This is an optimization exercise on Yosys and OpenROAD, whose aim is small area, a short achievable clock period and few clock cycles per item, not a production implementation. RTL that was checked went through simulation tests only; none was proved equivalent to the original. No functional check of the RTL was part of runs 2 to 4. In every run shown here, the design's own scripts or RTL, not TritonCTS, make the clock network. The clock input has no modelled driver; a real chip could not lean on it and would need a root buffer or a full tree. No activity file was given, so power comes from the tool's default toggle rates.

### design/flow/config.mk
export PLATFORM = sky130hd
export DESIGN_NAME = at_response_line_parser_unit
export DESIGN_NICKNAME = at_response_line_parser_unit
export VERILOG_FILES = /design/flow/design.v
export SDC_FILE = /design/flow/constraint.sdc
export NUM_CORES = 4
export LEC_CHECK = 0
export CAP_MARGIN = 20
export CORE_MARGIN = 2
export CORE_UTILIZATION = 40
export GPL_ROUTABILITY_DRIVEN = 1
export PLACE_DENSITY = 0.6
export SLEW_MARGIN = 20
export SYNTH_HIERARCHICAL = 1
export SYNTH_MINIMUM_KEEP_SIZE = 0
### design/flow/constraint.sdc
create_clock -name core_clock -period 14.0 [get_ports {clk}]
set_input_delay 2.8000 -clock core_clock [delete_from_list [all_inputs] [get_ports {clk}]]
set_output_delay 2.8000 -clock core_clock [all_outputs]
set_load 0.01 [all_outputs]
### design/flow/design.v
module atrlp_core (
	input  logic       clk,
	input  logic       arst_n,
	input  logic       in_valid,
	input  logic [7:0] in_data,
	output logic       in_ready,
	input  logic       ov,        
	input  logic       ordy,      
	output logic       emit,      
	output logic [1:0] r_kind,
	output logic [7:0] r_byte,
	output logic       r_ok,
	output logic       r_last,
	output logic       rej        
);
	logic        r0_v;
	logic [7:0]  r0_d;
	logic        fin;
	logic [9:0]  st_q, st_d;
	atrlp_inbuf u_inbuf (
		.clk      (clk),
		.arst_n   (arst_n),
		.in_valid (in_valid),
		.in_data  (in_data),
		.in_ready (in_ready),
		.ov       (ov),
		.ordy     (ordy),
		.fin      (fin),
		.r0_v     (r0_v),
		.r0_d     (r0_d)
	);
	atrlp_parse u_parse (
		.r0_v   (r0_v),
		.c      (r0_d),
		.st_q   (st_q),
		.st_d   (st_d),
		.fin    (fin),
		.emit   (emit),
		.r_kind (r_kind),
		.r_byte (r_byte),
		.r_ok   (r_ok),
		.rej    (rej)
	);
	assign r_last = fin;
	atrlp_streg #(.W(4)) u_state_ph (
		.clk    (clk),
		.arst_n (arst_n),
		.ov     (ov),
		.ordy   (ordy),
		.pre    (r0_v),
		.d      (st_d[9:6]),
		.q      (st_q[9:6])
	);
	atrlp_streg #(.W(6)) u_state_sub (
		.clk    (clk),
		.arst_n (arst_n),
		.ov     (ov),
		.ordy   (ordy),
		.pre    (r0_v),
		.d      (st_d[5:0]),
		.q      (st_q[5:0])
	);
endmodule
module atrlp_streg #(
	parameter int W = 1
) (
	input  logic         clk,
	input  logic         arst_n,
	input  logic         ov,
	input  logic         ordy,
	input  logic         pre,
	input  logic [W-1:0] d,
	output logic [W-1:0] q
);
	always_ff @(posedge clk or negedge arst_n) begin
		if (!arst_n)
			q <= '0;
		else if ((!ov || ordy) && pre)
			q <= d;
	end
endmodule
module atrlp_inbuf (
	input  logic       clk,
	input  logic       arst_n,
	input  logic       in_valid,
	input  logic [7:0] in_data,
	output logic       in_ready,
	input  logic       ov,
	input  logic       ordy,
	input  logic       fin,
	output logic       r0_v,
	output logic [7:0] r0_d
);
	logic       r1_v;
	logic [7:0] r1_d;
	logic       rdy_q;     
	logic       free;
	assign in_ready = rdy_q;
	assign free     = !r0_v || ((!ov || ordy) && fin);
	always_ff @(posedge clk or negedge arst_n) begin
		if (!arst_n) begin
			r0_v  <= 1'b0;
			r1_v  <= 1'b0;
			rdy_q <= 1'b1;
		end else begin
			if (free) begin
				r0_v  <= r1_v || in_valid;
				r1_v  <= 1'b0;
				rdy_q <= 1'b1;
			end else if (in_valid && !r1_v) begin
				r1_v  <= 1'b1;
				rdy_q <= 1'b0;
			end
		end
	end
	always_ff @(posedge clk) begin
		if (free)
			r0_d <= r1_v ? r1_d : in_data;
		if (!r1_v)
			r1_d <= in_data;
	end
endmodule
module atrlp_parse (
	input  logic        r0_v,
	input  logic [7:0]  c,
	input  logic [9:0]  st_q,
	output logic [9:0]  st_d,
	output logic        fin,
	output logic        emit,
	output logic [1:0]  r_kind,
	output logic [7:0]  r_byte,
	output logic        r_ok,
	output logic        rej
);
	localparam logic [7:0] CH_TAB   = 8'h09;
	localparam logic [7:0] CH_LF    = 8'h0A;
	localparam logic [7:0] CH_CR    = 8'h0D;
	localparam logic [7:0] CH_SPACE = 8'h20;
	localparam logic [7:0] CH_QUOTE = 8'h22;
	localparam logic [7:0] CH_HASH  = 8'h23;
	localparam logic [7:0] CH_EQ    = 8'h3D;
	localparam logic [7:0] CH_UA    = 8'h41;
	localparam logic [7:0] CH_UR    = 8'h52;
	localparam logic [7:0] CH_UT    = 8'h54;
	localparam logic [7:0] CH_BS    = 8'h5C;
	localparam logic [7:0] CH_LA    = 8'h61;
	localparam logic [7:0] CH_LN    = 8'h6E;
	localparam logic [7:0] CH_LR    = 8'h72;
	localparam logic [7:0] CH_LT    = 8'h74;
	localparam logic [2:0] PH_START = 3'd0;  
	localparam logic [2:0] PH_ONE_U = 3'd1;  
	localparam logic [2:0] PH_ONE_L = 3'd2;  
	localparam logic [2:0] PH_AT    = 3'd3;  
	localparam logic [2:0] PH_REQ   = 3'd4;  
	localparam logic [2:0] PH_ANS   = 3'd5;  
	localparam logic [2:0] PH_SKIP  = 3'd6;  
	localparam logic [2:0] PH_BAD   = 3'd7;  
	localparam logic [2:0] FS_H0  = 3'd0;
	localparam logic [2:0] FS_H1  = 3'd1;
	localparam logic [2:0] FS_H2  = 3'd2;
	localparam logic [2:0] FS_P1  = 3'd3;
	localparam logic [2:0] FS_P1H = 3'd4;
	localparam logic [2:0] FS_P2H = 3'd5;
	localparam logic [2:0] FS_P3  = 3'd6;
	logic [2:0] ph_q, ph_d;
	logic       q_q, q_d;      
	logic [1:0] mp_q, mp_d;    
	logic       bs_q, bs_d;    
	logic [2:0] fs_q, fs_d;    
	logic       lcr_q, lcr_d;  
	logic       l2_q, l2_d;    
	logic       hcr_q, hcr_d;  
	logic [5:0] sub_q, sub_d;  
	assign {ph_q, hcr_q, sub_q} = st_q;
	assign {bs_q, fs_q, lcr_q, l2_q} = sub_q;
	assign mp_q = sub_q[2:1];
	assign q_q  = sub_q[0];
	assign st_d = {ph_d, hcr_d, sub_d};
	always_comb begin
		if (ph_q == PH_REQ)
			sub_d = (ph_d == PH_REQ) ? {3'b000, mp_d, q_d} : 6'b000000;
		else
			sub_d = {bs_d, fs_d, lcr_d, l2_d};
	end
	logic       eol, virt, c_cr, c_bs, c_blank;
	logic [7:0] x, e, d, up;
	logic       x_bs, x_blank_out, esc, seen;
	logic       fr_emit, dfin;
	logic [7:0] fr_byte;
	logic       fr_cr, fr_lf, d_cr, d_lf, t_cr, t_lf;
	logic [2:0] fr_fs;
	assign eol     = (c == CH_LF);
	assign c_cr    = (c == CH_CR);
	assign c_bs    = (c == CH_BS);
	assign c_blank = (c == CH_SPACE || c == CH_TAB);
	assign virt    = hcr_q && !eol;           
	assign x       = virt ? CH_CR : c;
	assign x_bs    = !virt && c_bs;
	assign x_blank_out = !virt && c_blank && !q_q;
	assign seen    = (fs_q != FS_H0) || bs_q;  
	assign rej = r0_v && eol && !(ph_q == PH_START || ph_q == PH_SKIP || (ph_q == PH_ANS && seen));
	assign up = {x[7:6], x[5] & (q_q || !(x[7:5] == 3'b011 && x[4:0] >= 5'd1 && x[4:0] <= 5'd26)), x[4:0]};
	always_comb begin
		esc = 1'b1;
		case (x)
			CH_LR:    e = CH_CR;
			CH_LN:    e = CH_LF;
			CH_LT:    e = CH_TAB;
			CH_QUOTE: e = CH_QUOTE;
			CH_BS:    e = CH_BS;
			default: begin e = CH_BS; esc = 1'b0; end
		endcase
	end
	assign d    = bs_q ? e : x;
	assign d_cr = bs_q ? (x == CH_LR) : (x == CH_CR);
	assign d_lf = bs_q ? (x == CH_LN) : (x == CH_LF);
	always_comb begin
		fr_emit = 1'b1;
		fr_byte = CH_CR;
		fr_cr   = 1'b1;
		fr_lf   = 1'b0;
		dfin    = 1'b0;
		fr_fs   = fs_q;
		case (fs_q)
			FS_H0: begin
				if (d == CH_CR) begin
					fr_emit = 1'b0;
					dfin    = 1'b1;
					fr_fs   = FS_H1;
				end else begin
					fr_fs = FS_P1;
				end
			end
			FS_H1:  fr_fs = FS_P1H;
			FS_P1: begin
				fr_byte = CH_LF;
				fr_cr   = 1'b0;
				fr_lf   = 1'b1;
				fr_fs   = FS_P3;
			end
			FS_P1H: begin
				fr_byte = CH_LF;
				fr_cr   = 1'b0;
				fr_lf   = 1'b1;
				if (d == CH_LF) begin
					dfin  = 1'b1;
					fr_fs = FS_H2;
				end else begin
					fr_fs = FS_P2H;
				end
			end
			FS_P2H: fr_fs = FS_P3;
			default: begin  
				fr_byte = d;
				fr_cr   = d_cr;
				fr_lf   = d_lf;
				dfin    = 1'b1;
				fr_fs   = FS_H2;
			end
		endcase
	end
	always_comb begin
		emit   = 1'b0;
		r_kind = 2'd0;
		r_byte = x;
		r_ok   = 1'b0;
		t_cr   = 1'b0;    
		t_lf   = 1'b0;
		fin    = 1'b1;
		ph_d   = ph_q;
		q_d    = q_q;
		mp_d   = mp_q;
		bs_d   = bs_q;
		fs_d   = fs_q;
		lcr_d  = lcr_q;
		l2_d   = l2_q;
		hcr_d  = hcr_q;
		if (eol) begin
			if (ph_q == PH_START || ph_q == PH_SKIP) begin
			end else if (ph_q == PH_ANS && seen) begin
				r_kind = 2'd1;
				emit   = 1'b1;
				fin    = 1'b0;
				if (bs_q) begin
					emit   = fr_emit;
					r_byte = fr_byte;
					t_cr   = fr_cr;
					t_lf   = fr_lf;
					fs_d   = fr_fs;
					if (dfin)
						bs_d = 1'b0;
				end else if (fs_q == FS_H1) begin
					r_byte = CH_CR;
					t_cr   = 1'b1;
					fs_d   = FS_P1H;
				end else if (fs_q == FS_P1H) begin
					r_byte = CH_LF;
					t_lf   = 1'b1;
					fs_d   = FS_P2H;
				end else if (fs_q == FS_P2H) begin
					r_byte = CH_CR;
					t_cr   = 1'b1;
					fs_d   = FS_H2;
				end else if (fs_q == FS_P1) begin
					r_byte = CH_LF;
					t_lf   = 1'b1;
					fs_d   = FS_H2;
				end else if (!l2_q) begin
					r_byte = CH_CR;
					t_cr   = 1'b1;
					fs_d   = FS_P1;
				end else begin
					r_kind = 2'd2;
					r_byte = 8'h00;
					r_ok   = 1'b1;
					fin    = 1'b1;
				end
			end else begin
				emit   = 1'b1;
				r_kind = 2'd2;
				r_byte = 8'h00;
			end
		end else if (!hcr_q && c_cr) begin
			hcr_d = 1'b1;
		end else begin
			case (ph_q)
				PH_START: begin
					if (x == CH_HASH)
						ph_d = PH_SKIP;
					else if (x == CH_UA)
						ph_d = PH_ONE_U;
					else if (x == CH_LA)
						ph_d = PH_ONE_L;
					else
						ph_d = PH_BAD;
				end
				PH_ONE_U, PH_ONE_L: begin
					if ((ph_q == PH_ONE_U && x == CH_UT) || (ph_q == PH_ONE_L && x == CH_LT)) begin
						emit   = 1'b1;
						r_byte = CH_UA;
						fin    = 1'b0;
						ph_d   = PH_AT;
					end else begin
						ph_d = PH_BAD;
					end
				end
				PH_AT: begin
					emit   = 1'b1;
					r_byte = CH_UT;
					ph_d   = PH_REQ;
				end
				PH_REQ: begin
					if (mp_q == 2'd2 && x == CH_EQ) begin
						ph_d = PH_ANS;
					end else if (mp_q == 2'd1 && x == CH_LR) begin
						mp_d = 2'd2;
					end else if (mp_q == 2'd2) begin
						emit   = 1'b1;
						r_byte = CH_BS;
						fin    = 1'b0;
						mp_d   = 2'd3;
					end else if (mp_q != 2'd0) begin
						emit   = 1'b1;
						r_byte = (mp_q == 2'd1) ? CH_BS : (q_q ? CH_LR : CH_UR);
						mp_d   = x_bs ? 2'd1 : 2'd0;
						fin    = x_bs || x_blank_out;
					end else if (x_bs) begin
						mp_d = 2'd1;
					end else if (x_blank_out) begin
					end else begin
						emit   = 1'b1;
						r_byte = up;
						if (x == CH_QUOTE)
							q_d = !q_q;
					end
				end
				PH_ANS: begin
					r_kind = 2'd1;
					if (!bs_q && x_bs) begin
						bs_d = 1'b1;
					end else begin
						emit   = fr_emit;
						r_byte = fr_byte;
						t_cr   = fr_cr;
						t_lf   = fr_lf;
						fs_d   = fr_fs;
						fin    = dfin && !(bs_q && !esc);
						if (dfin)
							bs_d = 1'b0;
					end
				end
				default: ;  
			endcase
			if (virt && fin && !c_cr) begin
				hcr_d = 1'b0;
				if (ph_d == PH_REQ && (c_bs || (c_blank && !q_d))) begin
					if (c_bs)
						mp_d = 2'd1;
				end else if (ph_d == PH_ANS && c_bs) begin
					bs_d = 1'b1;
				end else begin
					fin = 1'b0;
				end
			end
		end
		if (emit && r_kind == 2'd1) begin
			lcr_d = t_cr;
			l2_d  = lcr_q && t_lf;
		end
		if (eol && fin) begin
			ph_d  = PH_START;
			q_d   = 1'b0;
			mp_d  = 2'd0;
			bs_d  = 1'b0;
			fs_d  = FS_H0;
			lcr_d = 1'b0;
			l2_d  = 1'b0;
			hcr_d = 1'b0;
		end
		emit = emit && r0_v;
	end
endmodule
module atrlp_outq (
	input  logic        clk,
	input  logic        arst_n,
	input  logic        emit,      
	input  logic [1:0]  r_kind,
	input  logic [7:0]  r_byte,
	input  logic        r_ok,
	input  logic        r_last,
	input  logic        rej,       
	output logic        out_valid,
	input  logic        out_ready,
	output logic [1:0]  out_kind,
	output logic [7:0]  out_byte,
	output logic        out_line_ok,
	output logic [15:0] out_bad_line_count,
	output logic        out_last
);
	logic        valid_q;
	logic [1:0]  kind_q;
	logic        ok_q;
	logic [15:0] cnt_q, cnt_d;
	assign out_valid          = valid_q;
	assign out_kind           = kind_q;
	assign out_line_ok        = ok_q;
	assign out_bad_line_count = cnt_q;
	always_ff @(posedge clk or negedge arst_n) begin
		if (!arst_n)
			valid_q <= 1'b0;
		else if (!valid_q || out_ready)
			valid_q <= emit;
	end
	atrlp_oreg u_oreg (
		.clk    (clk),
		.ov     (valid_q),
		.ordy   (out_ready),
		.d      ({r_kind, r_ok, r_byte, r_last}),
		.q      ({kind_q, ok_q, out_byte, out_last})
	);
	logic [16:0] ones;    
	logic        rs;      
	logic        take;
	assign ones[0] = 1'b1;
	assign rs      = rej && !(&cnt_q);
	assign take    = !valid_q || out_ready;
	always_ff @(posedge clk or negedge arst_n) begin
		if (!arst_n)
			cnt_q <= '0;
		else
			cnt_q <= cnt_d;
	end
	for (genvar i = 0; i < 16; i++) begin : g_bit
		atrlp_cntbit u_bit (
			.take  (take),
			.rs    (rs),
			.ones  (ones[i]),
			.q     (cnt_q[i]),
			.d     (cnt_d[i]),
			.ones1 (ones[i + 1])
		);
	end
endmodule
module atrlp_oreg (
	input  logic        clk,
	input  logic        ov,
	input  logic        ordy,
	input  logic [11:0] d,
	output logic [11:0] q
);
	always_ff @(posedge clk) begin
		if (!ov || ordy)
			q <= d;
	end
endmodule
module atrlp_cntbit (
	input  logic take,
	input  logic rs,
	input  logic ones,
	input  logic q,
	output logic d,
	output logic ones1
);
	assign d     = q ^ (take && rs && ones);
	assign ones1 = ones && q;
endmodule
module at_response_line_parser_unit (
	input  logic         clk,
	input  logic         arst_n,
	input  logic         in_valid,
	input  logic [7:0]   in_data,
	output logic         in_ready,
	output logic         out_valid,
	input  logic         out_ready,
	output logic [1:0]   out_kind,
	output logic [7:0]   out_byte,
	output logic         out_line_ok,
	output logic [15:0]  out_bad_line_count,
	output logic         out_last
);
	logic       emit;
	logic [1:0] r_kind;
	logic [7:0] r_byte;
	logic       r_ok;
	logic       r_last;
	logic       rej;
	atrlp_core u_core (
		.clk      (clk),
		.arst_n   (arst_n),
		.in_valid (in_valid),
		.in_data  (in_data),
		.in_ready (in_ready),
		.ov       (out_valid),
		.ordy     (out_ready),
		.emit     (emit),
		.r_kind   (r_kind),
		.r_byte   (r_byte),
		.r_ok     (r_ok),
		.r_last   (r_last),
		.rej      (rej)
	);
	atrlp_outq u_outq (
		.clk                (clk),
		.arst_n             (arst_n),
		.emit               (emit),
		.r_kind             (r_kind),
		.r_byte             (r_byte),
		.r_ok               (r_ok),
		.r_last             (r_last),
		.rej                (rej),
		.out_valid          (out_valid),
		.out_ready          (out_ready),
		.out_kind           (out_kind),
		.out_byte           (out_byte),
		.out_line_ok        (out_line_ok),
		.out_bad_line_count (out_bad_line_count),
		.out_last           (out_last)
	);
endmodule
### design/flow/flow/run.sh
#!/bin/bash
# The standard layout with these changes:
#  - synthesis maps logic with ABC's delay-targeted 'map' (flow/map.abc);
#  - the ports get plain sky130_fd_sc_hd__buf_1 buffers;
#  - the clock tree is one level: the flip-flops are split into 4 groups by position and
#    each group gets a clkbuf_8 driven from the clock port (flow/clock_tree.tcl), in
#    place of ORFS's CTS step;
#  - timing repair after placement and after global routing only resizes gates, and aims
#    at 10.5 ns of setup slack at the design's 14 ns clock (ORFS's own repair aims at
#    0 ns, which every path meets with room to spare).
set -euo pipefail
work=$PWD
# Synthesis: the standard flow's script, with the logic mapped by flow/map.abc (delay-targeted 'map')
# instead of ORFS's abc_speed script.
cat > "$work/my_synth.tcl" <<EOT
proc abc {args} {
  set i [lsearch \$args -script]
  if {\$i >= 0} { lset args [expr {\$i + 1}] $work/flow/map.abc }
  yosys abc {*}\$args
}
source $work/synth_recipe.tcl
EOT
sed "s#SYNTH_SCRIPT=[^ ]*#SYNTH_SCRIPT=$work/my_synth.tcl#" standard.sh > my_standard.sh
export BUFFER_PORTS_ARGS="-buffer_cell sky130_fd_sc_hd__buf_1"
bash my_standard.sh place > flow_place.log 2>&1
export SETUP_SLACK_MARGIN=10.5
export SETUP_MOVE_SEQUENCE=sizeup,swap
RESULTS_DIR=$work/orfs/results/sky130hd/at_response_line_parser_unit/base \
LIB_FILE=$FLOW_HOME/platforms/sky130hd/lib/sky130_fd_sc_hd__tt_025C_1v80.lib \
PLATFORM_DIR=$FLOW_HOME/platforms/sky130hd \
DONT_USE_CELLS="$(make -s -C $FLOW_HOME DESIGN_CONFIG=$work/config.mk WORK_HOME=$work/orfs print-DONT_USE_CELLS | sed 's/^DONT_USE_CELLS: //')" \
CLK_GROUPS=4 CLK_CELL=sky130_fd_sc_hd__clkbuf_8 \
  openroad -no_init -exit flow/clock_tree.tcl > flow_clock_tree.log 2>&1
bash my_standard.sh finish > flow_finish.log 2>&1
### design/flow/flow/clock_tree.tcl
# Clock distribution: the flip-flops are split into K groups by position (k-means) and each
# group gets one clock buffer at its centre, driven straight from the clock port.
proc my_clock_tree {K cell} {
  set block [ord::get_db_block]
  set clknet [$block findNet clk]
  set pts {}
  set its [$clknet getITerms]
  foreach it $its {
    set bb [[$it getInst] getBBox]
    lappend pts [list [expr {([$bb xMin] + [$bb xMax]) / 2}] [expr {([$bb yMin] + [$bb yMax]) / 2}]]
  }
  set n [llength $pts]
  # initial centres: sorted by x+y, evenly spaced
  set order [lsort -integer -indices [lmap p $pts {expr {[lindex $p 0] + [lindex $p 1]}}]]
  set ctr {}
  for {set k 0} {$k < $K} {incr k} {
    lappend ctr [lindex $pts [lindex $order [expr {int(($k + 0.5) * $n / $K)}]]]
  }
  for {set iter 0} {$iter < 50} {incr iter} {
    set asg {}
    foreach p $pts {
      set best 0; set bd 1e30
      for {set k 0} {$k < $K} {incr k} {
        set c [lindex $ctr $k]
        set d [expr {abs([lindex $p 0] - [lindex $c 0]) + abs([lindex $p 1] - [lindex $c 1])}]
        if {$d < $bd} { set bd $d; set best $k }
      }
      lappend asg $best
    }
    set new {}
    for {set k 0} {$k < $K} {incr k} {
      set sx 0; set sy 0; set m 0
      foreach p $pts a $asg { if {$a == $k} { incr sx [lindex $p 0]; incr sy [lindex $p 1]; incr m } }
      if {$m > 0} { lappend new [list [expr {$sx / $m}] [expr {$sy / $m}]] } else { lappend new [lindex $ctr $k] }
    }
    set ctr $new
  }
  set master [[ord::get_db] findMaster $cell]
  for {set k 0} {$k < $K} {incr k} {
    set buf [odb::dbInst_create $block $master clkbuf_leaf_$k]
    set net [odb::dbNet_create $block clknet_leaf_$k]
    $net setSigType CLOCK
    [$buf findITerm A] connect $clknet
    [$buf findITerm X] connect $net
    set c [lindex $ctr $k]
    $buf setLocation [lindex $c 0] [lindex $c 1]
    $buf setPlacementStatus PLACED
    foreach it $its a $asg { if {$a == $k} { $it disconnect; $it connect $net } }
  }
}

# Replaces the CTS step: reads the placed design, adds the clock buffers, legalizes and
# writes the CTS results the later ORFS steps read.
set R $::env(RESULTS_DIR)
read_db $R/3_place.odb
read_liberty $::env(LIB_FILE)
read_sdc $R/3_place.sdc
source $::env(PLATFORM_DIR)/setRC.tcl
my_clock_tree $::env(CLK_GROUPS) $::env(CLK_CELL)
detailed_placement
set_propagated_clock [all_clocks]
estimate_parasitics -placement
set_dont_use $::env(DONT_USE_CELLS)
repair_timing -setup -setup_margin $::env(SETUP_SLACK_MARGIN) -sequence $::env(SETUP_MOVE_SEQUENCE) -skip_last_gasp
detailed_placement
check_placement -verbose
estimate_parasitics -placement
report_clock_latency
report_checks -path_delay max -group_path_count 5 -format end
write_db $R/4_1_cts.odb
write_db $R/4_cts.odb
write_sdc $R/4_cts.sdc
### design/flow/flow/map.abc
strash
dch
map -D 1200
topo
stime -c
buffer -c
upsize -c
dnsize -c
### design/flow/standard.sh
#!/bin/bash
# synth_recipe.tcl (not shown) runs the flow's synth.tcl, then flattens the netlist and writes it again
# the make line also repeats each setting of config.mk as NAME=value (left out here)
make -C /OpenROAD-flow-scripts/flow DESIGN_CONFIG=/design/flow/config.mk WORK_HOME=/design/flow/orfs CLKGATE_MAP_FILE= SYNTH_SCRIPT=/design/flow/synth_recipe.tcl "${@:-finish}"
==> results of run 1 <==
==> cell type report <==
class                      instances  area share (%)
inverter                          58            4.90
timing repair buffer              43            4.76
sequential                        58            33.3
multi-input combinational        412            52.1
buffer                             4            1.21
tap                              136            3.75
==> stage by stage <==
stage	utilization (%)	hold WS, ns	worst slack (ns)	total power [mW]	std cells
floorplan	-	0.414	10.49	0.691	538
global placement	43.3	0.432	10.08	0.826	707
detailed placement	43.3	0.439	10.03	0.825	707
global route	44.8	0.484	10.35	0.997	711
finish	44.8	0.463	10.38	0.926	711
==> registers in the layout, summed over array words and instances (netlist names) <==
register	count
u_core.u_state_ph.q	4
u_outq.u_oreg.q	12
u_core.u_inbuf.r1_d	8
u_core.u_inbuf.r0_v	1
u_core.u_inbuf.rdy_q	1
u_core.u_state_sub.q	6
u_outq.valid_q	1
u_core.u_inbuf.r0_d	8
u_core.u_inbuf.r1_v	1
u_outq.cnt_q	16
==> power by group <==
group	internal (mW)	total (mW)	leakage, nW	switching, mW
Combinational	0.186	0.541	1.27	0.355
Clock	0.0264	0.0684	0.0288	0.0420
Sequential	0.251	0.317	0.664	0.0656
==> routing by layer <==
layer | track usage [%] | up-vias
li1 | - | 1956
met1 | 31.3 | 1925
met2 | 34.5 | 209
met3 | 2.35 | 28
met4 | 4.76 | 0
met5 | 0 | -
==> path summary, 6_finish.rpt <==
path / slack (ns) / endpoint / start / cells after the start
min in group asynchronous: 2.69 / u_outq.cnt_q[6] / arst_n / 1
worst max register to register: 10.64 / u_outq.cnt_q[15] / u_outq.cnt_q[0] / 17
max in group asynchronous: 10.78 / u_outq.valid_q / arst_n / 1
worst min-delay path: 0.46 / u_core.u_inbuf.r1_d[0] / u_core.u_inbuf.r1_d[0] / 2
worst min register to register: 0.46 / u_core.u_inbuf.r1_d[0] / u_core.u_inbuf.r1_d[0] / 2
worst max-delay path: 10.38 / in_ready / u_core.u_inbuf.rdy_q / 1
==> layout by cell type (no fill, tap or decap), types with 3 or more instances in the layout <==
| cell | count |
|---|---|
| xnor2_1 | 16 |
| o31ai_1 | 3 |
| nand2_2 | 7 |
| o22ai_1 | 8 |
| mux2_2 | 4 |
| a22oi_1 | 3 |
| o211ai_1 | 6 |
| mux2_4 | 6 |
| buf_1 | 21 |
| nand2_1 | 87 |
| nor2_2 | 6 |
| inv_2 | 5 |
| a31oi_1 | 11 |
| and2_2 | 10 |
| dfrtp_1 | 28 |
| buf_2 | 3 |
| nand4_1 | 20 |
| inv_1 | 50 |
| nor3_1 | 13 |
| o21ai_0 | 21 |
| nand3_1 | 45 |
| nor2_1 | 69 |
| o21ai_1 | 6 |
| clkbuf_8 | 4 |
| edfxtp_1 | 20 |
| and2_4 | 5 |
| a21oi_2 | 4 |
| dfxtp_1 | 8 |
| clkbuf_2 | 14 |
| a21oi_1 | 22 |
| nor4_1 | 4 |
==> metrics.csv, run 1 <==
metric,value,unit
Global Route Usage Sum,21.5,%
crit end category,output port,
worst path required time,11.20,ns
Total Wirelength,12200,um
# diodes,0,
CP arrival,0.82,ns
final antenna-violating net count,0,
M1 WL,5430,um
family with the most delay on the worst path,flip-flops,
core footprint,0.0101,mm^2
Worst Clk Skew,0.0465,ns
Worst path max stage delay,0.56,ns
first-pass GRT wire length,19800,um
nets@finish,589,
antenna violations before repair,0,
via count,4118,
cell row count,37,
Die Span Y,105,um
WL/cell,17.2,um
Worst Setup Start Kind,register,
multi-input logic area,0.00236,mm^2
DIE AREA,0.0111,mm^2
outcome,timing/DRC/antenna clean,
fin. max-slew vios,0,
Top Metal Used,met4,
RD Place Congestion,0.972,
DRC,0,
Max Clock Freq,0.276,GHz
final period utilization,25.9,%
Worst-path clk slew,0.12,ns
Seq. cell area,0.00151,mm^2
initial DRC count,378,
Final Hold Vio Count,0,
routed wl met2,5460,um
Initial Util,40.6,%
final setup vio count,0,
Die X,105,um
hold crit path type,register to register,
largest fanout on the critical path,2,
number of global-route vias before repair,3791,
max_slew headroom,48.8,%
worst-case vdd ir drop,106,uV
RSZ-0062 raised after global routing,true,
max_cap viols,0,
synthesized instance count,537,
Mapped Area,0.00412,mm^2
cell leakage power,1.97,nW
Ports,42,
Filler cells,1053,
Crit path buffers/inverters,1,
Crit Path Class,register to output port,
"Slowest-stage cell, CP",dfstp_2,
Port Buffers,41,
worst slew pin tran,0.768,ns
synthesized area per cell,7.67,um^2
routed vias/inst,5.79,
Finished Cell Area,0.00454,mm^2
Area growth syn-to-layout,10.3,%
synth warn,12,
min Tclk post-route,3.62,ns
met3 WL,997,um
placed cell areas,0.00439,mm^2
PD cells,204,mW/mm^2
fraction of layout cells with a size suffix above 1,16.3,%
"critical path, cell by cell",buf_6,
hpwl dp,9260,um
total congestion overflow,0,
largest net degree at the start of global routing,31,
TNS Setup,0,ns
drt pass-1 iters,5,
later-pin clock latency in the skew report,0.17,ns
Testbench counts, summed over its fixed seeds: cycles 71,637, bytes 57,729.
==> run 2, diff against run 1 <==
--- a/design/flow/design.v
+++ b/design/flow/design.v
@@ -16,6 +16,10 @@
 	logic        r0_v;
 	logic [7:0]  r0_d;
 	logic        fin;
+	logic        tbs;       
+	logic        absorb;    
+	logic        tb_ans;    
+	logic [9:0]  st_p;      
 	logic [9:0]  st_q, st_d;
 	atrlp_inbuf u_inbuf (
 		.clk      (clk),
@@ -26,14 +30,18 @@
 		.ov       (ov),
 		.ordy     (ordy),
 		.fin      (fin),
+		.absorb   (absorb),
+		.tbs      (tbs),
 		.r0_v     (r0_v),
 		.r0_d     (r0_d)
 	);
 	atrlp_parse u_parse (
 		.r0_v   (r0_v),
 		.c      (r0_d),
+		.absorb (absorb),
+		.tb_ans (tb_ans),
 		.st_q   (st_q),
-		.st_d   (st_d),
+		.st_d   (st_p),
 		.fin    (fin),
 		.emit   (emit),
 		.r_kind (r_kind),
@@ -42,6 +50,12 @@
 		.rej    (rej)
 	);
 	assign r_last = fin;
+	atrlp_absorb u_absorb (
+		.tb     (tbs && absorb && fin),
+		.tb_ans (tb_ans),
+		.st_p   (st_p),
+		.st_d   (st_d)
+	);
 	atrlp_streg #(.W(4)) u_state_ph (
 		.clk    (clk),
 		.arst_n (arst_n),
@@ -61,6 +75,14 @@
 		.q      (st_q[5:0])
 	);
 endmodule
+module atrlp_absorb (
+	input  logic       tb,
+	input  logic       tb_ans,
+	input  logic [9:0] st_p,
+	output logic [9:0] st_d
+);
+	assign st_d = st_p | {4'b0000, tb && tb_ans, 3'b000, tb && !tb_ans, 1'b0};
+endmodule
 module atrlp_streg #(
 	parameter int W = 1
 ) (
@@ -88,34 +110,49 @@
 	input  logic       ov,
 	input  logic       ordy,
 	input  logic       fin,
+	input  logic       absorb,
+	output logic       tbs,
 	output logic       r0_v,
 	output logic [7:0] r0_d
 );
 	logic       r1_v;
 	logic [7:0] r1_d;
 	logic       rdy_q;     
-	logic       free;
+	logic       done;      
+	logic       free;      
+	logic       swap;      
+	logic       attach;    
 	assign in_ready = rdy_q;
-	assign free     = !r0_v || ((!ov || ordy) && fin);
+	assign done     = (!ov || ordy) && fin;
+	assign free     = !r0_v || (done && (!tbs || absorb));
+	assign swap     = r0_v && done && tbs && !absorb;
+	assign attach   = in_valid && rdy_q && in_data == 8'h5C && r0_v && !done && !tbs;
 	always_ff @(posedge clk or negedge arst_n) begin
 		if (!arst_n) begin
 			r0_v  <= 1'b0;
 			r1_v  <= 1'b0;
 			rdy_q <= 1'b1;
+			tbs   <= 1'b0;
 		end else begin
 			if (free) begin
 				r0_v  <= r1_v || in_valid;
 				r1_v  <= 1'b0;
 				rdy_q <= 1'b1;
-			end else if (in_valid && !r1_v) begin
+			end else if (in_valid && !r1_v && !attach) begin
 				r1_v  <= 1'b1;
 				rdy_q <= 1'b0;
 			end
+			if (free || swap)
+				tbs <= 1'b0;
+			else if (attach)
+				tbs <= 1'b1;
 		end
 	end
 	always_ff @(posedge clk) begin
 		if (free)
 			r0_d <= r1_v ? r1_d : in_data;
+		else if (swap)
+			r0_d <= 8'h5C;
 		if (!r1_v)
 			r1_d <= in_data;
 	end
@@ -123,6 +160,8 @@
 module atrlp_parse (
 	input  logic        r0_v,
 	input  logic [7:0]  c,
+	output logic        absorb,
+	output logic        tb_ans,    
 	input  logic [9:0]  st_q,
 	output logic [9:0]  st_d,
 	output logic        fin,
@@ -176,6 +215,11 @@
 	assign mp_q = sub_q[2:1];
 	assign q_q  = sub_q[0];
 	assign st_d = {ph_d, hcr_d, sub_d};
+	logic to_ans;
+	assign to_ans = (ph_q == PH_REQ) && (mp_q == 2'd2) && (c == CH_EQ) && !hcr_q;
+	assign absorb = !eol && !c_cr && !c_bs &&
+		(ph_q == PH_ANS || (ph_q == PH_REQ && !((mp_q == 2'd1) && (c == CH_LR) && !hcr_q)));
+	assign tb_ans = to_ans || ph_q == PH_ANS;
 	always_comb begin
 		if (ph_q == PH_REQ)
 			sub_d = (ph_d == PH_REQ) ? {3'b000, mp_d, q_d} : 6'b000000;
--- a/design/flow/flow/run.sh
+++ b/design/flow/flow/run.sh
@@ -3,7 +3,7 @@
 #  - synthesis maps logic with ABC's delay-targeted 'map' (flow/map.abc);
 #  - the ports get plain sky130_fd_sc_hd__buf_1 buffers;
 #  - the clock tree is one level: the flip-flops are split into 4 groups by position and
-#    each group gets a clkbuf_8 driven from the clock port (flow/clock_tree.tcl), in
+#    each group gets a clkbuf_16 driven from the clock port (flow/clock_tree.tcl), in
 #    place of ORFS's CTS step;
 #  - timing repair after placement and after global routing only resizes gates, and aims
 #    at 10.5 ns of setup slack at the design's 14 ns clock (ORFS's own repair aims at
@@ -29,6 +29,6 @@
 LIB_FILE=$FLOW_HOME/platforms/sky130hd/lib/sky130_fd_sc_hd__tt_025C_1v80.lib \
 PLATFORM_DIR=$FLOW_HOME/platforms/sky130hd \
 DONT_USE_CELLS="$(make -s -C $FLOW_HOME DESIGN_CONFIG=$work/config.mk WORK_HOME=$work/orfs print-DONT_USE_CELLS | sed 's/^DONT_USE_CELLS: //')" \
-CLK_GROUPS=4 CLK_CELL=sky130_fd_sc_hd__clkbuf_8 \
+CLK_GROUPS=4 CLK_CELL=sky130_fd_sc_hd__clkbuf_16 \
   openroad -no_init -exit flow/clock_tree.tcl > flow_clock_tree.log 2>&1
 bash my_standard.sh finish > flow_finish.log 2>&1
==> run 2 against run 1 <==
Against the previous run:
- via count increased by 5.6%
- hold slack improved by 0.031 ns
- clock skew is 0.024 ns lower
- final area is 9.1% higher
- power up 6.5%
- fmax down 5.8%
- sequential cell count increased by 1
- die area is 7.9% higher
- synthesized cell count increased by 11%
- critical path type is now input pin to register
- largest power group unchanged
==> metrics.csv, run 2 <==
metric,value,unit
outcome,timing/DRC/antenna clean,
antenna violations before repair,0,
cell row count,38,
Initial Util,41.1,%
Port Buffers,41,
Die X,110,um
"commonest non-fill, non-tap cell in the layout",nand2_1,
Final Hold Vio Count,0,
initial DRC count,348,
Max Clock Freq,0.260,GHz
"critical path, cell by cell",clkbuf_2 > nand4_1 > or4_4 > o311ai_4 > a21oi_2,
Ports,42,
placed cell areas,0.00465,mm^2
hpwl dp,9740,um
Worst path max stage delay,0.51,ns
routed vias/inst,5.72,
max_slew headroom,51.0,%
most frequent cells in the layout,"nand2_1, nor2_1, inv_1, nand3_1, a21oi_1",
largest fanout on the critical path,2,
Worst Setup Start Kind,input pin,
Crit Path Class,input pin to register,
total congestion overflow,0,
placed instance count,756,
Area growth syn-to-layout,11.3,%
RD Place Congestion,0.981,
crit end category,register,
synthesized area per cell,7.50,um^2
fraction of layout cells with a size suffix above 1,20.8,%
cell leakage power,2.20,nW
final period utilization,27.5,%
PD cells,199,mW/mm^2
Place WS,9.94,ns
RSZ-0062 raised after global routing,true,
DIE AREA,0.0120,mm^2
synthesized instance count,594,
first-pass GRT wire length,20800,um
Filler cells,1105,
# diodes,0,
setup ws final,10.15,ns
Mapped Area,0.00445,mm^2
later-pin clock latency in the skew report,0.15,ns
fin cells,760,
Pwr Total,0.986,mW
worst-case vdd ir drop,110,uV
worst slew pin tran,0.736,ns
DRC,0,
nets@finish,634,
Crit path buffers/inverters,1,
final antenna-violating net count,0,
largest reg by FF count,u_outq.cnt_q,
final setup vio count,0,
Total Wirelength,12600,um
fin. max-slew vios,0,
min Tclk post-route,3.85,ns
Finished Cell Area,0.00496,mm^2
via count,4349,
WL/cell,16.6,um
TNS Setup,0,ns
largest net degree at the start of global routing,32,
biggest regs,"u_outq.cnt_q: 16 flops, u_outq.u_oreg.q: 12 flops",
number of global-route vias before repair,4229,
Worst Clk Skew,0.0221,ns
max_cap viols,0,
worst path required time,14.02,ns
core footprint,0.0108,mm^2
CP arrival,3.86,ns
synth warn,12,
drt pass-1 iters,5,
"Slowest-stage cell, CP",or4_4,
family with the most delay on the worst path,simple AND/OR/NAND/NOR gates,
Die Span Y,110,um
max reg flops,16,
hold crit path type,register to register,
Global Route Usage Sum,21.4,%
Worst-path clk slew,0.06,ns
==> run 2: power breakdown <==
group,internal (mW),switching [mW],total [mW]
clock network,0.0512,0.0410,0.0922
logic,0.200,0.376,0.576
registers,0.251,0.0672,0.318
==> run 2: per-stage QoR <==
step	hold slack (ns)	util (%)
after global placement	0.474	42.9
after global routing	0.520	45.7
after floorplan	0.474	-
final	0.494	45.7
after detailed placement	0.482	42.9
==> run 2: final cells by class <==
| cell class | instances | area, um^2 | area share [%] |
|---|---|---|---|
| buffer | 4 | 100 | 2.02 |
| inverter | 75 | 284 | 5.73 |
| sequential | 59 | 1540 | 31.1 |
| timing repair buffer | 41 | 234 | 4.72 |
| tap | 140 | 175 | 3.53 |
| multi-input combinational | 441 | 2630 | 52.9 |
==> run 2: path summary, 6_finish.rpt <==
path                                           start                       to  cells after the start  slack, ns
worst max-delay path                      in_data[4]      u_core.u_inbuf.r1_v                      5      10.15
worst min-delay path            u_core.u_inbuf.rdy_q     u_core.u_inbuf.rdy_q                      2       0.49
worst max register to register       u_outq.cnt_q[0]         u_outq.cnt_q[15]                     17      10.61
worst min register to register  u_core.u_inbuf.rdy_q     u_core.u_inbuf.rdy_q                      2       0.49
max in group asynchronous                     arst_n           u_outq.valid_q                      1      10.79
min in group asynchronous                     arst_n  u_core.u_state_sub.q[4]                      1       2.70
==> run 2: routing by layer <==
layer / vias up / track usage, % / share of wire [%]
li1: 2079 / - / -
met1: 2048 / 29.8 / 45
met2: 190 / 35.0 / 46
met3: 32 / 2.37 / 7.0
met4: 0 / 6.15 / 2.8
met5: - / 0 / 0
==> run 2: worst register-to-register path, cell delays in order (launching register included) <==
cell	delay [ns]
dfrtp_1	0.43
and2_4	0.16
and2_2	0.18
and2_2	0.19
and2_2	0.19
and2_4	0.16
and2_2	0.19
and2_2	0.19
and2_2	0.19
and2_2	0.19
and2_2	0.19
and2_2	0.19
and2_2	0.19
and2_4	0.16
and2_4	0.15
and2_2	0.19
nand3_2	0.06
xnor2_1	0.12
==> run 3, diff against run 2 <==
--- a/design/flow/design.v
+++ b/design/flow/design.v
@@ -16,10 +16,6 @@
 	logic        r0_v;
 	logic [7:0]  r0_d;
 	logic        fin;
-	logic        tbs;       
-	logic        absorb;    
-	logic        tb_ans;    
-	logic [9:0]  st_p;      
 	logic [9:0]  st_q, st_d;
 	atrlp_inbuf u_inbuf (
 		.clk      (clk),
@@ -30,18 +26,14 @@
 		.ov       (ov),
 		.ordy     (ordy),
 		.fin      (fin),
-		.absorb   (absorb),
-		.tbs      (tbs),
 		.r0_v     (r0_v),
 		.r0_d     (r0_d)
 	);
 	atrlp_parse u_parse (
 		.r0_v   (r0_v),
 		.c      (r0_d),
-		.absorb (absorb),
-		.tb_ans (tb_ans),
 		.st_q   (st_q),
-		.st_d   (st_p),
+		.st_d   (st_d),
 		.fin    (fin),
 		.emit   (emit),
 		.r_kind (r_kind),
@@ -50,12 +42,6 @@
 		.rej    (rej)
 	);
 	assign r_last = fin;
-	atrlp_absorb u_absorb (
-		.tb     (tbs && absorb && fin),
-		.tb_ans (tb_ans),
-		.st_p   (st_p),
-		.st_d   (st_d)
-	);
 	atrlp_streg #(.W(4)) u_state_ph (
 		.clk    (clk),
 		.arst_n (arst_n),
@@ -75,14 +61,6 @@
 		.q      (st_q[5:0])
 	);
 endmodule
-module atrlp_absorb (
-	input  logic       tb,
-	input  logic       tb_ans,
-	input  logic [9:0] st_p,
-	output logic [9:0] st_d
-);
-	assign st_d = st_p | {4'b0000, tb && tb_ans, 3'b000, tb && !tb_ans, 1'b0};
-endmodule
 module atrlp_streg #(
 	parameter int W = 1
 ) (
@@ -110,49 +88,34 @@
 	input  logic       ov,
 	input  logic       ordy,
 	input  logic       fin,
-	input  logic       absorb,
-	output logic       tbs,
 	output logic       r0_v,
 	output logic [7:0] r0_d
 );
 	logic       r1_v;
 	logic [7:0] r1_d;
 	logic       rdy_q;     
-	logic       done;      
-	logic       free;      
-	logic       swap;      
-	logic       attach;    
+	logic       free;
 	assign in_ready = rdy_q;
-	assign done     = (!ov || ordy) && fin;
-	assign free     = !r0_v || (done && (!tbs || absorb));
-	assign swap     = r0_v && done && tbs && !absorb;
-	assign attach   = in_valid && rdy_q && in_data == 8'h5C && r0_v && !done && !tbs;
+	assign free     = !r0_v || ((!ov || ordy) && fin);
 	always_ff @(posedge clk or negedge arst_n) begin
 		if (!arst_n) begin
 			r0_v  <= 1'b0;
 			r1_v  <= 1'b0;
 			rdy_q <= 1'b1;
-			tbs   <= 1'b0;
 		end else begin
 			if (free) begin
 				r0_v  <= r1_v || in_valid;
 				r1_v  <= 1'b0;
 				rdy_q <= 1'b1;
-			end else if (in_valid && !r1_v && !attach) begin
+			end else if (in_valid && !r1_v) begin
 				r1_v  <= 1'b1;
 				rdy_q <= 1'b0;
 			end
-			if (free || swap)
-				tbs <= 1'b0;
-			else if (attach)
-				tbs <= 1'b1;
 		end
 	end
 	always_ff @(posedge clk) begin
 		if (free)
 			r0_d <= r1_v ? r1_d : in_data;
-		else if (swap)
-			r0_d <= 8'h5C;
 		if (!r1_v)
 			r1_d <= in_data;
 	end
@@ -160,8 +123,6 @@
 module atrlp_parse (
 	input  logic        r0_v,
 	input  logic [7:0]  c,
-	output logic        absorb,
-	output logic        tb_ans,    
 	input  logic [9:0]  st_q,
 	output logic [9:0]  st_d,
 	output logic        fin,
@@ -189,7 +150,6 @@
 	localparam logic [2:0] PH_START = 3'd0;  
 	localparam logic [2:0] PH_ONE_U = 3'd1;  
 	localparam logic [2:0] PH_ONE_L = 3'd2;  
-	localparam logic [2:0] PH_AT    = 3'd3;  
 	localparam logic [2:0] PH_REQ   = 3'd4;  
 	localparam logic [2:0] PH_ANS   = 3'd5;  
 	localparam logic [2:0] PH_SKIP  = 3'd6;  
@@ -215,11 +175,6 @@
 	assign mp_q = sub_q[2:1];
 	assign q_q  = sub_q[0];
 	assign st_d = {ph_d, hcr_d, sub_d};
-	logic to_ans;
-	assign to_ans = (ph_q == PH_REQ) && (mp_q == 2'd2) && (c == CH_EQ) && !hcr_q;
-	assign absorb = !eol && !c_cr && !c_bs &&
-		(ph_q == PH_ANS || (ph_q == PH_REQ && !((mp_q == 2'd1) && (c == CH_LR) && !hcr_q)));
-	assign tb_ans = to_ans || ph_q == PH_ANS;
 	always_comb begin
 		if (ph_q == PH_REQ)
 			sub_d = (ph_d == PH_REQ) ? {3'b000, mp_d, q_d} : 6'b000000;
@@ -383,16 +338,11 @@
 						emit   = 1'b1;
 						r_byte = CH_UA;
 						fin    = 1'b0;
-						ph_d   = PH_AT;
+						ph_d   = PH_REQ;
 					end else begin
 						ph_d = PH_BAD;
 					end
 				end
-				PH_AT: begin
-					emit   = 1'b1;
-					r_byte = CH_UT;
-					ph_d   = PH_REQ;
-				end
 				PH_REQ: begin
 					if (mp_q == 2'd2 && x == CH_EQ) begin
 						ph_d = PH_ANS;
@@ -502,26 +452,24 @@
 		.d      ({r_kind, r_ok, r_byte, r_last}),
 		.q      ({kind_q, ok_q, out_byte, out_last})
 	);
-	logic [16:0] ones;    
-	logic        rs;      
-	logic        take;
-	assign ones[0] = 1'b1;
-	assign rs      = rej && !(&cnt_q);
-	assign take    = !valid_q || out_ready;
+	logic [8:0] ones;     
+	logic       rs;       
+	logic       take;
+	assign rs   = rej && !(&cnt_q);
+	assign take = !valid_q || out_ready;
 	always_ff @(posedge clk or negedge arst_n) begin
 		if (!arst_n)
 			cnt_q <= '0;
 		else
 			cnt_q <= cnt_d;
 	end
-	for (genvar i = 0; i < 16; i++) begin : g_bit
-		atrlp_cntbit u_bit (
-			.take  (take),
-			.rs    (rs),
-			.ones  (ones[i]),
-			.q     (cnt_q[i]),
-			.d     (cnt_d[i]),
-			.ones1 (ones[i + 1])
+	assign ones[0] = 1'b1;
+	for (genvar b = 0; b < 8; b++) begin : g_blk
+		assign ones[b + 1] = ones[b] && (&cnt_q[2 * b +: 2]);
+		atrlp_cntblk u_blk (
+			.inc (take && rs && ones[b]),
+			.q   (cnt_q[2 * b +: 2]),
+			.d   (cnt_d[2 * b +: 2])
 		);
 	end
 endmodule
@@ -537,16 +485,12 @@
 			q <= d;
 	end
 endmodule
-module atrlp_cntbit (
-	input  logic take,
-	input  logic rs,
-	input  logic ones,
-	input  logic q,
-	output logic d,
-	output logic ones1
+module atrlp_cntblk (
+	input  logic       inc,
+	input  logic [1:0] q,
+	output logic [1:0] d
 );
-	assign d     = q ^ (take && rs && ones);
-	assign ones1 = ones && q;
+	assign d = q + {1'b0, inc};
 endmodule
 module at_response_line_parser_unit (
 	input  logic         clk,
--- a/design/flow/flow/run.sh
+++ b/design/flow/flow/run.sh
@@ -1,6 +1,7 @@
 #!/bin/bash
 # The standard layout with these changes:
-#  - synthesis maps logic with ABC's delay-targeted 'map' (flow/map.abc);
+#  - synthesis restructures the logic with ABC's &deepsyn and maps it with ABC's
+#    delay-targeted 'map' (flow/map.abc);
 #  - the ports get plain sky130_fd_sc_hd__buf_1 buffers;
 #  - the clock tree is one level: the flip-flops are split into 4 groups by position and
 #    each group gets a clkbuf_16 driven from the clock port (flow/clock_tree.tcl), in
==> design/flow/flow/map.abc (replaced) <==
strash
&get -n
&deepsyn -I 2 -J 50
&put
dch
map -D 1200
topo
stime -c
buffer -c
upsize -c
dnsize -c
==> run 3 against run 2 <==
Against the previous run:
- still clean
- utilization up 0.67 points
- sequential share of layout area rose by 9.2 points
- register-to-register slack better by 0.11 ns
- routed wire length down 37%
- worst setup slack better by 0.15 ns
- clock skew down 0.0068 ns
- power fell by 39%
- fmax is 4.2% higher
- hold slack got worse by 0.045 ns
- critical path type unchanged
- critical endpoint is now u_outq.cnt_q[15]
==> metrics.csv, run 3 <==
metric,value,unit
outcome,timing/DRC/antenna clean,
RD Place Congestion,0.956,
Die Span Y,94.7,um
Worst Clk Skew,0.0154,ns
Crit Path Class,input pin to register,
post-synthesis sequential area ratio,45.9,%
worst slew pin tran,0.729,ns
fin. max-slew vios,0,
"Slowest-stage cell, CP",and3_4,
Finished Cell Area,0.00376,mm^2
Place WS,9.90,ns
ys async rst share,51.7,%
setup ws final,10.31,ns
Worst-path clk slew,0.07,ns
synth warn,12,
DIE AREA,0.00897,mm^2
cell row count,33,
crit end category,register,
TNS Setup,0,ns
WHS,0.449,ns
fin cells,506,
most common cell in the synthesized netlist,nand2_1,
max reg flops,16,
routed vias/inst,5.46,
later-pin clock latency in the skew report,0.14,ns
Initial Util,40.7,%
total congestion overflow,0,
min Tclk post-route,3.69,ns
max_cap viols,0,
placed cell areas,0.00354,mm^2
Worst path max stage delay,0.19,ns
Area growth syn-to-layout,14.1,%
main combinational cell family by area after synthesis,simple AND/OR/NAND/NOR gates,
synthesized area per cell,9.12,um^2
"critical path, cell by cell",buf_8 > o21ai_2 > a21oi_2 > nand2_2 > nor2_2 > and3_4 > ha_4 > xor2_1,
largest fanout on the critical path,6,
Total Wirelength,7880,um
RSZ-0062 raised after global routing,true,
hpwl dp,6170,um
final period utilization,26.4,%
Ports,42,
largest reg by FF count,u_outq.cnt_q,
synthesized instance count,361,
Synth Area in Simple Gates,25.1,%
Max Clock Freq,0.271,GHz
post-synthesis adder-cell area fraction,3.04,%
number of global-route vias before repair,2659,
most frequent cells after synthesis,"nand2_1, inv_1, nor2_1",
Final Util,46.4,%
Final Hold Vio Count,0,
Die X,94.7,um
Pwr Total,0.602,mW
core footprint,0.00809,mm^2
Yosys top cell area share,22.0,%
FF-to-FF setup slack,10.72,ns
PD cells,160,mW/mm^2
drt pass-1 iters,5,
Post-synth top flop,dfrtp_1,
XOR/XNOR share of the synthesized area,2.39,%
via count,2763,
cell leakage power,1.72,nW
fraction of layout cells with a size suffix above 1,21.4,%
placed instance count,502,
Worst Setup Start Kind,input pin,
CP arrival,3.75,ns
"top cells by area, synth","dfrtp_1, edfxtp_1, nand2_1, dfxtp_1, inv_1",
initial DRC count,194,
max_slew headroom,51.4,%
DRC,0,
biggest regs,"u_outq.cnt_q: 16 flops, u_outq.u_oreg.q: 12 flops",
synth unique cells,52,
# diodes,0,
final antenna-violating net count,0,
worst path required time,14.05,ns
leading area contributor after synthesis,dfrtp_1,
Global Route Usage Sum,18.1,%
"commonest non-fill, non-tap cell in the layout",nand2_1,
worst-case vdd ir drop,95.7,uV
nets@finish,423,
hold crit path type,register to register,
Compound-Gate Fraction of Synth Area,14.2,%
largest net degree at the start of global routing,31,
Post-synth EDFFs,20,
post-synthesis mux area share,3.72,%
Port Buffers,41,
final setup vio count,0,
number of synthesized register bits,58,
antenna violations before repair,0,
first-pass GRT wire length,13100,um
most frequent cells in the layout,"nand2_1, inv_1, nor2_1, dfrtp_1, buf_1",
WL/cell,15.6,um
Mapped Area,0.00329,mm^2
run 3: changes by cell type in the layout (fill, tap and decap cells not counted), moves of 7 or more:
cell	change
o21ai_1	-21
nand3_1	-31
inv_1	-21
nor2_1	-28
nand2_1	-30
a21oi_1	-11
inv_2	-17
buf_1	+7
xnor2_1	-16
xor2_1	+9
and2_2	-11
nand4_1	-9
run 3: layout make-up:
class                      instances  area, um^2
sequential                        58        1510
tap                              105         131
timing repair buffer              41         201
buffer                             4         100
multi-input combinational        260        1660
fill                             773        4340
inverter                          38         149
run 3: worst max-delay path, delay by kind of cell:
family | cells | cell delay [ns]
compound gates | 2 | 0.23
simple gates | 3 | 0.40
fa+ha+maj | 1 | 0.12
buf+inv | 1 | 0.09
xor+xnor | 1 | 0.12
run 3: per-module statistics from Yosys, one instance, submodules excluded, excerpt:
module / cells / times used
atrlp_inbuf: 53 / 1
atrlp_oreg: 14 / 1
atrlp_parse: 215 / 1
atrlp_cntblk: 2 / 8
atrlp_outq: 39 / 1
run 3: logic make-up after synthesis:
| kind of cell | Yosys count |
|---|---|
| adder cells (fa/ha/maj) | 8 |
| multiplexers | 11 |
| buffers and inverters | 43 |
| AO/OA/AOI/OAI | 65 |
| flip-flops | 58 |
| AND/OR/NAND/NOR | 167 |
| XOR/XNOR | 9 |
run 3: where the power goes:
group	internal [mW]	switching (mW)	leakage [nW]
clock	0.0512	0.0409	0.0493
combinational	0.0862	0.150	1.00
sequential	0.229	0.0448	0.671
total	0.367	0.235	1.72
run 3: final timing paths:
check | from | endpoint | cells after the start
worst min register to register | u_core.u_inbuf.r1_d[4] | u_core.u_inbuf.r1_d[4] | 2
min in group asynchronous | arst_n | u_outq.cnt_q[11] | 1
worst min-delay path | u_core.u_inbuf.r1_d[4] | u_core.u_inbuf.r1_d[4] | 2
worst max-delay path | out_ready | u_outq.cnt_q[15] | 8
max in group asynchronous | arst_n | u_outq.valid_q | 1
worst max register to register | u_core.u_state_ph.q[0] | u_core.u_inbuf.r0_d[7] | 10
run 3: per-layer routing:
| metal | wire (um) | track usage (%) | vias up |
|---|---|---|---|
| li1 | - | - | 1330 |
| met1 | 3560 | 25.0 | 1321 |
| met2 | 3680 | 31.0 | 95 |
| met3 | 453 | 1.52 | 17 |
| met4 | 181 | 4.23 | 0 |
| met5 | 0 | 0 | - |
==> run 4, diff against run 3 <==
--- a/design/flow/design.v
+++ b/design/flow/design.v
@@ -467,7 +467,8 @@
 	for (genvar b = 0; b < 8; b++) begin : g_blk
 		assign ones[b + 1] = ones[b] && (&cnt_q[2 * b +: 2]);
 		atrlp_cntblk u_blk (
-			.inc (take && rs && ones[b]),
+			.take (take),
+			.pre  (rs && ones[b]),
 			.q   (cnt_q[2 * b +: 2]),
 			.d   (cnt_d[2 * b +: 2])
 		);
@@ -486,11 +487,12 @@
 	end
 endmodule
 module atrlp_cntblk (
-	input  logic       inc,
+	input  logic       take,
+	input  logic       pre,
 	input  logic [1:0] q,
 	output logic [1:0] d
 );
-	assign d = q + {1'b0, inc};
+	assign d = q + {1'b0, take && pre};
 endmodule
 module at_response_line_parser_unit (
 	input  logic         clk,
==> run 4 against run 3 <==
Against the previous run:
- sequential share of layout area shrank 0.76 points
- sequential cell count unchanged
- via count increased by 2.3%
==> metrics.csv, run 4 <==
metric,value,unit
Die Span Y,95.4,um
total congestion overflow,0,
initial DRC count,206,
routed vias/inst,5.47,
Post-synth top flop,dfrtp_1,
number of synthesized register bits,58,
via count,2827,
Worst path max stage delay,0.49,ns
core footprint,0.00818,mm^2
DRC,0,
worst slew pin tran,0.768,ns
most frequent cells after synthesis,"nand2_1, inv_1, nor2_1",
synth warn,12,
RSZ-0062 raised after global routing,true,
synth unique cells,53,
hold crit path type,register to register,
most frequent cells in the layout,"nand2_1, inv_1, nor2_1, dfrtp_1, nand3_1",
WL/cell,15.9,um
worst-case vdd ir drop,81.6,uV
Initial Util,40.9,%
largest net degree at the start of global routing,31,
final antenna-violating net count,0,
post-synthesis sequential area ratio,45.3,%
Die X,95.4,um
cell leakage power,1.79,nW
Worst Clk Skew,0.0115,ns
antenna violations before repair,0,
Area growth syn-to-layout,14.6,%
RD Place Congestion,0.937,
"top cells by area, synth","dfrtp_1, edfxtp_1, nand2_1, dfxtp_1, inv_1",
max_slew headroom,48.8,%
largest reg by FF count,u_outq.cnt_q,
cell row count,33,
CP arrival,0.78,ns
max reg flops,16,
most common cell in the synthesized netlist,nand2_1,
Final Util,46.8,%
max_cap viols,0,
nets@finish,434,
Mapped Area,0.00334,mm^2
Max Clock Freq,0.279,GHz
Worst Setup Start Kind,register,
drt pass-1 iters,5,
number of global-route vias before repair,2730,
TNS Setup,0,ns
Total Wirelength,8230,um
first-pass GRT wire length,13400,um
DIE AREA,0.00910,mm^2
Post-synth EDFFs,20,
Yosys top cell area share,21.7,%
family with the most delay on the worst path,flip-flops,
PD cells,175,mW/mm^2
outcome,timing/DRC/antenna clean,
placed cell areas,0.00359,mm^2
hpwl dp,6200,um
Crit Path Class,register to output port,
fin. max-slew vios,0,
Seq. cell area,0.00151,mm^2
final period utilization,25.6,%
"Slowest-stage cell, CP",dfrtp_2,
Ports,42,
crit end category,output port,
final setup vio count,0,
Final Hold Vio Count,0,
synthesized instance count,372,
"critical path, cell by cell",buf_6,
min Tclk post-route,3.58,ns
ys async rst share,51.7,%
Global Route Usage Sum,18.5,%
Worst-path clk slew,0.07,ns
later-pin clock latency in the skew report,0.14,ns
multi-input logic area,0.00172,mm^2
worst path required time,11.20,ns
Finished Cell Area,0.00383,mm^2
Crit path buffers/inverters,1,
largest fanout on the critical path,6,
"commonest non-fill, non-tap cell in the layout",nand2_1,
biggest regs,"u_outq.cnt_q: 16 flops, u_outq.u_oreg.q: 12 flops",
# diodes,0,
fraction of layout cells with a size suffix above 1,22.3,%
Port Buffers,41,
leading area contributor after synthesis,dfrtp_1,
Filler cells,825,
synthesized area per cell,8.98,um^2
run 4: changes by cell type in the layout (fill, tap and decap cells not counted), sizes merged:
cell | before | now
and3 | 4 | 3
o21ai | 22 | 21
nor3b | 0 | 1
inv | 37 | 40
buf | 27 | 24
clkinvlp | 1 | 0
nand3 | 22 | 23
nand2 | 72 | 74
o21bai | 1 | 0
and2 | 0 | 9
clkbuf | 18 | 21
nand4 | 9 | 8
run 4: layer usage:
layer | vias up | share of wire, % | GRT usage [%]
li1 | 1361 | - | -
met3 | 17 | 7.3 | 2.29
met5 | - | 0 | 0
met4 | 0 | 2.0 | 4.76
met1 | 1340 | 45 | 26.5
met2 | 109 | 46 | 29.9
run 4: worst paths after layout:
kind	start	endpoint	slack [ns]	cells after the start
max in group asynchronous	arst_n	u_outq.valid_q	10.74	1
worst min register to register	u_core.u_inbuf.r1_d[2]	u_core.u_inbuf.r1_d[2]	0.45	2
min in group asynchronous	arst_n	u_core.u_state_sub.q[5]	2.73	1
worst min-delay path	u_core.u_inbuf.r1_d[2]	u_core.u_inbuf.r1_d[2]	0.45	2
worst max register to register	u_core.u_state_ph.q[0]	u_core.u_inbuf.r0_d[7]	10.82	12
worst max-delay path	u_outq.valid_q	out_valid	10.42	1
run 4: cell type report:
cell class                      instances  area share (%)
Tap cell                              105            3.43
Inverter                               40            4.12
Multi-Input combinational cell        269            44.9
Buffer                                  4            2.61
Sequential cell                        58            39.5
Timing Repair Buffer                   41            5.42
run 4: modules after synthesis, one instance, submodules excluded, a selection:
module / flops+latches / cells / copies in the design
atrlp_oreg: 12 / 14 / 1
atrlp_outq: 17 / 42 / 1
atrlp_inbuf: 19 / 53 / 1
atrlp_parse: 0 / 215 / 1
atrlp_cntblk: 0 / 3 / 8
run 4: cells by family after synthesis:
group | synth area share [%]
flip-flops | 45.3
AO/OA/AOI/OAI | 13.6
multiplexers | 3.67
adder cells (fa/ha/maj) | 3.00
buffers and inverters | 5.69
AND/OR/NAND/NOR | 26.5
XOR/XNOR | 2.36
run 4: tightest hold or removal path, delay by kind of cell (launching register included):
family           cells  cell delay (ns)
flip-flops           1             0.31
AND/OR/NAND/NOR      2             0.12
run 4: report_power, final:
| part | total (mW) | switching [mW] | internal (mW) |
|---|---|---|---|
| clock | 0.0923 | 0.0411 | 0.0512 |
| combinational | 0.285 | 0.181 | 0.104 |
| sequential | 0.294 | 0.0549 | 0.239 |
| total | 0.671 | 0.277 | 0.395 |
run 4: metrics by stage:
step	total power, mW	instances	setup slack, ns	hold slack [ns]
2_1_floorplan	0.480	372	10.43	0.414
3_3_place_gp	0.558	513	10.13	0.430
3_5_place_dp	0.556	513	10.14	0.434
5_1_grt	0.718	517	10.39	0.483
6_report	0.671	517	10.42	0.450

separate check: timing with driven ports:
Ports are ideal in the flow. The routed layouts listed here were re-timed in OpenROAD. Step 1, drivers: a clkbuf_16 drives clk and a buf_2 each remaining input, both assumed. Step 2 adds t to the input delays and takes it off the output delays; t is the mean of the earliest and latest rising clock arrival at the registers after step 1. Input paths then give back, and output paths get back, about the clock's delay inside the block. Slacks: ideal ports / drivers / drivers and shift; pairs: ideal ports / drivers.
| run | shift t [ns] | slack for setup (ns) | worst register clock-pin slew, ns |
|---|---|---|---|
| run 1 | 0.220 | 10.377 / 10.303 / 10.295 | 0.12 / 0.12 |
| run 2 | 0.216 | 10.153 / 10.198 / 9.981 | 0.08 / 0.08 |
| run 3 | 0.211 | 10.307 / 10.324 / 10.113 | 0.07 / 0.07 |
| run 4 | 0.212 | 10.418 / 10.336 / 10.247 | 0.07 / 0.07 |
After both steps every run listed still meets setup and hold. For run 3, which loses most, drivers alone change the setup slack by +0.017 ns; drivers and shift together by -0.194 ns.
